From an optimization exercise on the open Yosys and OpenROAD flow, aimed at small area; shortcuts taken in it are not production practice.
Only simulation tests tie the RTL to the original design; equivalence was not proved.

## job 101
==> module lpc_cnt_nxt, before the edit <==
module lpc_cnt_nxt #(
  parameter int unsigned CNT_W = 20,
  parameter int unsigned INC_W = 6
) (
  input  logic [CNT_W-1:0] acc,
  input  logic [INC_W-1:0] inc,
  input  logic             log_en,
  input  logic             clean_q,
  output logic [CNT_W-1:0] nxt
);
  localparam int unsigned HI_W = CNT_W - INC_W;
  logic [INC_W:0]   c;
  logic [INC_W-1:0] s;
  logic [HI_W:0]    p;        
  logic             t0;       
  logic             eon;      
  logic [INC_W-1:0] yn;
  logic [HI_W-1:0]  qn, hn;
  lpc_ha u_a0 (.a(acc[0]), .b(inc[0]), .s(s[0]), .co(c[1]));
  for (genvar b = 1; b < INC_W; b++) begin : g_add
    lpc_fa u_a (.a(acc[b]), .b(inc[b]), .ci(c[b]), .s(s[b]), .co(c[b+1]));
  end
  assign p[0] = 1'b1;
  lpc_and2 u_p2 (.a(acc[INC_W]), .b(acc[INC_W+1]), .y(p[2]));
  for (genvar b = 4; b <= HI_W; b += 2) begin : g_pre
    lpc_and3 u_p (.a(p[b-2]), .b(acc[INC_W+b-2]), .c(acc[INC_W+b-1]), .y(p[b]));
  end
  if (HI_W % 2 == 1) begin : g_pre_odd
    lpc_and2 u_p (.a(p[HI_W-1]), .b(acc[CNT_W-1]), .y(p[HI_W]));
  end
  for (genvar b = 1; b < HI_W; b += 2) begin : g_pre_nu
    assign p[b] = 1'b0;   
  end
  lpc_and3b u_t0 (.an(p[HI_W]), .b(log_en), .c(c[INC_W]), .y(t0));
  lpc_nand3 u_eo (.a(p[HI_W]), .b(log_en), .c(c[INC_W]), .y(eon));
  for (genvar b = 0; b < INC_W; b++) begin : g_lo
    lpc_mux2i u_m (.s(log_en), .a0(acc[b]), .a1(s[b]), .y(yn[b]));
    lpc_a21oi u_o (.a1(yn[b]), .a2(eon), .b1(clean_q), .y(nxt[b]));
  end
  lpc_xnor2 u_x0 (.a(acc[INC_W]), .b(t0), .y(hn[0]));
  lpc_nor2  u_n0 (.a(clean_q), .b(hn[0]), .y(nxt[INC_W]));
  for (genvar b = 1; b < HI_W; b++) begin : g_hi
    if (b == 1) begin : g_q1
      lpc_nand2 u_q (.a(t0), .b(acc[INC_W]), .y(qn[b]));
    end else if (b % 2 == 0) begin : g_qe
      lpc_nand2 u_q (.a(t0), .b(p[b]), .y(qn[b]));
    end else begin : g_qo
      lpc_nand3 u_q (.a(t0), .b(p[b-1]), .c(acc[INC_W+b-1]), .y(qn[b]));
    end
    lpc_xor2  u_x (.a(acc[INC_W+b]), .b(qn[b]), .y(hn[b]));
    lpc_nor2  u_n (.a(clean_q), .b(hn[b]), .y(nxt[INC_W+b]));
  end
endmodule
==> module lpc_period_nxt, before the edit <==
module lpc_period_nxt #(
  parameter int unsigned W = 16
) (
  input  logic [W-1:0] dump_period,
  input  logic [W-1:0] last,
  input  logic [W-1:0] rem,
  input  logic         first_n,     
  output logic [W-1:0] rem_nxt,
  output logic         auto_req
);
  localparam int unsigned G = W / 4;
  logic [W-1:0] x, dec;
  logic [W:0]   bwn;         
  logic [G-1:0] xg, zg, rg;
  logic         chg, chg_n, nz, is1, rld_n, rhi_n;
  for (genvar b = 0; b < W; b++) begin : g_x
    lpc_xor2 u_x (.a(dump_period[b]), .b(last[b]), .y(x[b]));
  end
  for (genvar g = 0; g < G; g++) begin : g_or
    lpc_nor4 u_xg (.a(x[4*g]), .b(x[4*g+1]), .c(x[4*g+2]), .d(x[4*g+3]), .y(xg[g]));
    lpc_nor4 u_zg (.a(dump_period[4*g]), .b(dump_period[4*g+1]),
                   .c(dump_period[4*g+2]), .d(dump_period[4*g+3]), .y(zg[g]));
  end
  lpc_nor4 u_r0 (.a(rem[1]),  .b(rem[2]),  .c(rem[3]),  .d(rem[4]),  .y(rg[0]));
  lpc_nor4 u_r1 (.a(rem[5]),  .b(rem[6]),  .c(rem[7]),  .d(rem[8]),  .y(rg[1]));
  lpc_nor4 u_r2 (.a(rem[9]),  .b(rem[10]), .c(rem[11]), .d(rem[12]), .y(rg[2]));
  lpc_nor3 u_r3 (.a(rem[13]), .b(rem[14]), .c(rem[15]), .y(rg[3]));
  lpc_nand4 u_chg (.a(xg[0]), .b(xg[1]), .c(xg[2]), .d(xg[3]), .y(chg));
  lpc_nand4 u_nz  (.a(zg[0]), .b(zg[1]), .c(zg[2]), .d(zg[3]), .y(nz));
  lpc_nand4 u_rhi (.a(rg[0]), .b(rg[1]), .c(rg[2]), .d(rg[3]), .y(rhi_n));
  lpc_nor2b u_is1 (.a(rhi_n), .bn(rem[0]), .y(is1));
  lpc_nor2b u_cn  (.a(chg), .bn(first_n), .y(chg_n));
  lpc_and3  u_ar  (.a(chg_n), .b(nz), .c(is1), .y(auto_req));
  lpc_and3b u_rld (.an(is1), .b(chg_n), .c(nz), .y(rld_n));
  assign bwn[1] = rem[0];
  for (genvar b = 1; b < W - 1; b++) begin : g_bw
    lpc_or2 u_b (.a(bwn[b]), .b(rem[b]), .y(bwn[b+1]));
  end
  lpc_inv u_d0 (.a(rem[0]), .y(dec[0]));
  for (genvar b = 1; b < W; b++) begin : g_dec
    lpc_xnor2 u_d (.a(rem[b]), .b(bwn[b]), .y(dec[b]));
  end
  for (genvar b = 0; b < W; b++) begin : g_mx
    lpc_mux2 u_m (.s(rld_n), .a0(dump_period[b]), .a1(dec[b]), .y(rem_nxt[b]));
  end
endmodule
Settings: LEC_CHECK=0, CAP_MARGIN=20, CORE_MARGIN=2, CORE_UTILIZATION=70, PLACE_DENSITY=0.82, SLEW_MARGIN=20, SYNTH_HIERARCHICAL=1; clock period 7.0 ns.
standard.sh (not shown) runs the stock make flow with config.mk's settings and CLKGATE_MAP_FILE= SYNTH_SCRIPT=/design/flow/synth_recipe.tcl, a recipe that flattens the netlist after the stock synthesis.
==> flow/flow/run.sh <==
#!/bin/bash
# Standard layout (the standard.sh) with these changes:
#  - port buffers use the smallest buffer cell;
#  - clock tree synthesis without dummy loads;
#  - after floorplan, combinational cells go to their smallest drive
#    strength (flow/downsize.tcl); later repair passes size up as needed.
set -euo pipefail
bash standard.sh \
  BUFFER_PORTS_ARGS="-buffer_cell sky130_fd_sc_hd__buf_1" \
  CTS_ARGS="-sink_clustering_enable -repair_clock_nets -dont_use_dummy_load -buf_list sky130_fd_sc_hd__clkbuf_4 -sink_clustering_size 10 -sink_clustering_max_diameter 60" \
  POST_FLOORPLAN_TCL="$PWD/flow/downsize.tcl" \
  finish > standard.log 2>&1
==> flow/flow/downsize.tcl <==
# POST_FLOORPLAN hook: put every combinational cell at the smallest drive
# strength of its function. The resizer's later repair_design and
# repair_timing passes size up again wherever slew, load or timing need it.
set block [ord::get_db_block]
set db [ord::get_db]
set skip {^(df|edf|sdf|sedf|dl|conb|tap|fill|decap|probe|lpflow|clk)}
set count 0
foreach inst [$block getInsts] {
  set name [[$inst getMaster] getName]
  if {![regexp {^sky130_fd_sc_hd__([a-z0-9]+)_([0-9]+)$} $name -> base drive]} { continue }
  if {[regexp $skip $base]} { continue }
  set best $name
  set best_area [expr {[[$inst getMaster] getWidth] * [[$inst getMaster] getHeight]}]
  foreach d {0 1} {
    set m [$db findMaster sky130_fd_sc_hd__${base}_$d]
    if {$m eq "NULL" || $m eq ""} { continue }
    set a [expr {[$m getWidth] * [$m getHeight]}]
    if {$a < $best_area} {
      set best [$m getName]
      set best_area $a
    }
  }
  if {$best ne $name} {
    replace_cell [$inst getName] $best
    incr count
  }
}
puts "downsize: replaced $count cells"
Every stage of the flow completed for job 101, and the final layout passed the timing, design-rule and antenna checks.
Modified inputs, job 102 compared to job 101
diff --git a/flow/design.v b/flow/design.v
--- a/flow/design.v
+++ b/flow/design.v
@@ -9,12 +9,13 @@
 module lpc_nand3 (input logic a, input logic b, input logic c, output logic y); assign y = ~(a & b & c);   endmodule
 module lpc_nor3  (input logic a, input logic b, input logic c, output logic y); assign y = ~(a | b | c);       endmodule
 module lpc_nor4  (input logic a, input logic b, input logic c, input logic d, output logic y); assign y = ~(a | b | c | d); endmodule
 module lpc_nand4 (input logic a, input logic b, input logic c, input logic d, output logic y); assign y = ~(a & b & c & d); endmodule
 module lpc_and3b (input logic an, input logic b, input logic c, output logic y); assign y = ~an & b & c;   endmodule
 module lpc_nor3b (input logic a, input logic b, input logic cn, output logic y); assign y = ~(a | b | ~cn); endmodule
+module lpc_nand2b (input logic an, input logic b, output logic y);        assign y = ~(~an & b);          endmodule
 module lpc_nor2b (input logic a, input logic bn, output logic y);          assign y = ~(a | ~bn);         endmodule
 module lpc_mux2  (input logic s, input logic a0, input logic a1, output logic y); assign y = s ? a1 : a0;  endmodule
 module lpc_mux2i (input logic s, input logic a0, input logic a1, output logic y); assign y = ~(s ? a1 : a0); endmodule
 module lpc_a21oi (input logic a1, input logic a2, input logic b1, output logic y); assign y = ~((a1 & a2) | b1); endmodule
 module lpc_a21o  (input logic a1, input logic a2, input logic b1, output logic y); assign y = (a1 & a2) | b1; endmodule
 module lpc_a22oi (input logic a1, input logic a2, input logic b1, input logic b2, output logic y);
@@ -89,13 +90,17 @@
   logic [INC_W-1:0] s;
   logic [HI_W:0]    p;        
   logic             t0;       
   logic             eon;      
   logic [INC_W-1:0] yn;
   logic [HI_W-1:0]  qn, hn;
-  lpc_ha u_a0 (.a(acc[0]), .b(inc[0]), .s(s[0]), .co(c[1]));
+  logic             en0n;
+  lpc_and2  u_c1 (.a(acc[0]), .b(inc[0]), .y(c[1]));
+  lpc_nand2 u_e0 (.a(log_en), .b(inc[0]), .y(en0n));
+  lpc_xor2  u_s0 (.a(acc[0]), .b(en0n), .y(yn[0]));
+  assign s[0] = 1'b0;   
   for (genvar b = 1; b < INC_W; b++) begin : g_add
     lpc_fa u_a (.a(acc[b]), .b(inc[b]), .ci(c[b]), .s(s[b]), .co(c[b+1]));
   end
   assign p[0] = 1'b1;
   lpc_and2 u_p2 (.a(acc[INC_W]), .b(acc[INC_W+1]), .y(p[2]));
   for (genvar b = 4; b <= HI_W; b += 2) begin : g_pre
@@ -107,13 +112,15 @@
   for (genvar b = 1; b < HI_W; b += 2) begin : g_pre_nu
     assign p[b] = 1'b0;   
   end
   lpc_and3b u_t0 (.an(p[HI_W]), .b(log_en), .c(c[INC_W]), .y(t0));
   lpc_nand3 u_eo (.a(p[HI_W]), .b(log_en), .c(c[INC_W]), .y(eon));
   for (genvar b = 0; b < INC_W; b++) begin : g_lo
-    lpc_mux2i u_m (.s(log_en), .a0(acc[b]), .a1(s[b]), .y(yn[b]));
+    if (b > 0) begin : g_m
+      lpc_mux2i u_m (.s(log_en), .a0(acc[b]), .a1(s[b]), .y(yn[b]));
+    end
     lpc_a21oi u_o (.a1(yn[b]), .a2(eon), .b1(clean_q), .y(nxt[b]));
   end
   lpc_xnor2 u_x0 (.a(acc[INC_W]), .b(t0), .y(hn[0]));
   lpc_nor2  u_n0 (.a(clean_q), .b(hn[0]), .y(nxt[INC_W]));
   for (genvar b = 1; b < HI_W; b++) begin : g_hi
     if (b == 1) begin : g_q1
@@ -172,19 +179,29 @@
   lpc_nand4 u_nz  (.a(zg[0]), .b(zg[1]), .c(zg[2]), .d(zg[3]), .y(nz));
   lpc_nand4 u_rhi (.a(rg[0]), .b(rg[1]), .c(rg[2]), .d(rg[3]), .y(rhi_n));
   lpc_nor2b u_is1 (.a(rhi_n), .bn(rem[0]), .y(is1));
   lpc_nor2b u_cn  (.a(chg), .bn(first_n), .y(chg_n));
   lpc_and3  u_ar  (.a(chg_n), .b(nz), .c(is1), .y(auto_req));
   lpc_and3b u_rld (.an(is1), .b(chg_n), .c(nz), .y(rld_n));
+  assign bwn[0] = 1'b0;     
   assign bwn[1] = rem[0];
   for (genvar b = 1; b < W - 1; b++) begin : g_bw
-    lpc_or2 u_b (.a(bwn[b]), .b(rem[b]), .y(bwn[b+1]));
+    if (b % 2 == 1) begin : g_o
+      lpc_nor2  u_b (.a(bwn[b]), .b(rem[b]), .y(bwn[b+1]));
+    end else begin : g_e
+      lpc_nand2b u_b (.an(rem[b]), .b(bwn[b]), .y(bwn[b+1]));
+    end
   end
+  assign bwn[W] = 1'b0;     
   lpc_inv u_d0 (.a(rem[0]), .y(dec[0]));
   for (genvar b = 1; b < W; b++) begin : g_dec
-    lpc_xnor2 u_d (.a(rem[b]), .b(bwn[b]), .y(dec[b]));
+    if (b % 2 == 1) begin : g_o
+      lpc_xnor2 u_d (.a(rem[b]), .b(bwn[b]), .y(dec[b]));
+    end else begin : g_e
+      lpc_xor2  u_d (.a(rem[b]), .b(bwn[b]), .y(dec[b]));
+    end
   end
   for (genvar b = 0; b < W; b++) begin : g_mx
     lpc_mux2 u_m (.s(rld_n), .a0(dump_period[b]), .a1(dec[b]), .y(rem_nxt[b]));
   end
 endmodule
 module lpc_rd_bit (
[summary]
Across both runs, utilization was higher for job 102 than for job 101. Buffer share of cell area: job 102 vs job 101 — no meaningful difference. The synthesis-to-finish area growth of job 101 and that of job 102 are within noise of each other. Diff job 102..job 101 | die area | negligible. Y dimension of the die essentially unchanged between job 102 and job 101. From job 101 to job 102 the numbers moved as follows: global routing met2 resource utilization fell by 1.9 points; antenna cell count shows no meaningful change; non-clock buffer count went down 1; detailed-route wire length down 610 µm.

re-timing with driven ports:
In the flow no input, the clock included, has a driving cell. The finished layouts below were timed again as built, in two steps. Step 1 sets driving cells, clkbuf_16 on the clock port and buf_2 on the other inputs (assumed; they add their load-dependent delay and slew). Step 2 times the ports against the registers' clock, not the clock port: input delays grow and output delays shrink by t, the midpoint of the rising clock arrivals with the driver on. Slacks: no drivers / after step 1 / after step 2; pairs: no drivers / after step 1.
| run | t, ns | setup slack, ns | hold WS [ns] |
|---|---|---|---|
| job 101 | 0.677 | 0.111 / 0.088 / 0.088 | 0.471 / 0.471 / 0.471 |
| job 102 | 0.682 | 0.111 / 0.089 / 0.089 | 0.467 / 0.467 / 0.467 |
After both steps setup and hold are still met in every run listed. The setup slack of job 101, which loses most, moves by -0.023 ns with the drivers and by -0.023 ns with both steps.
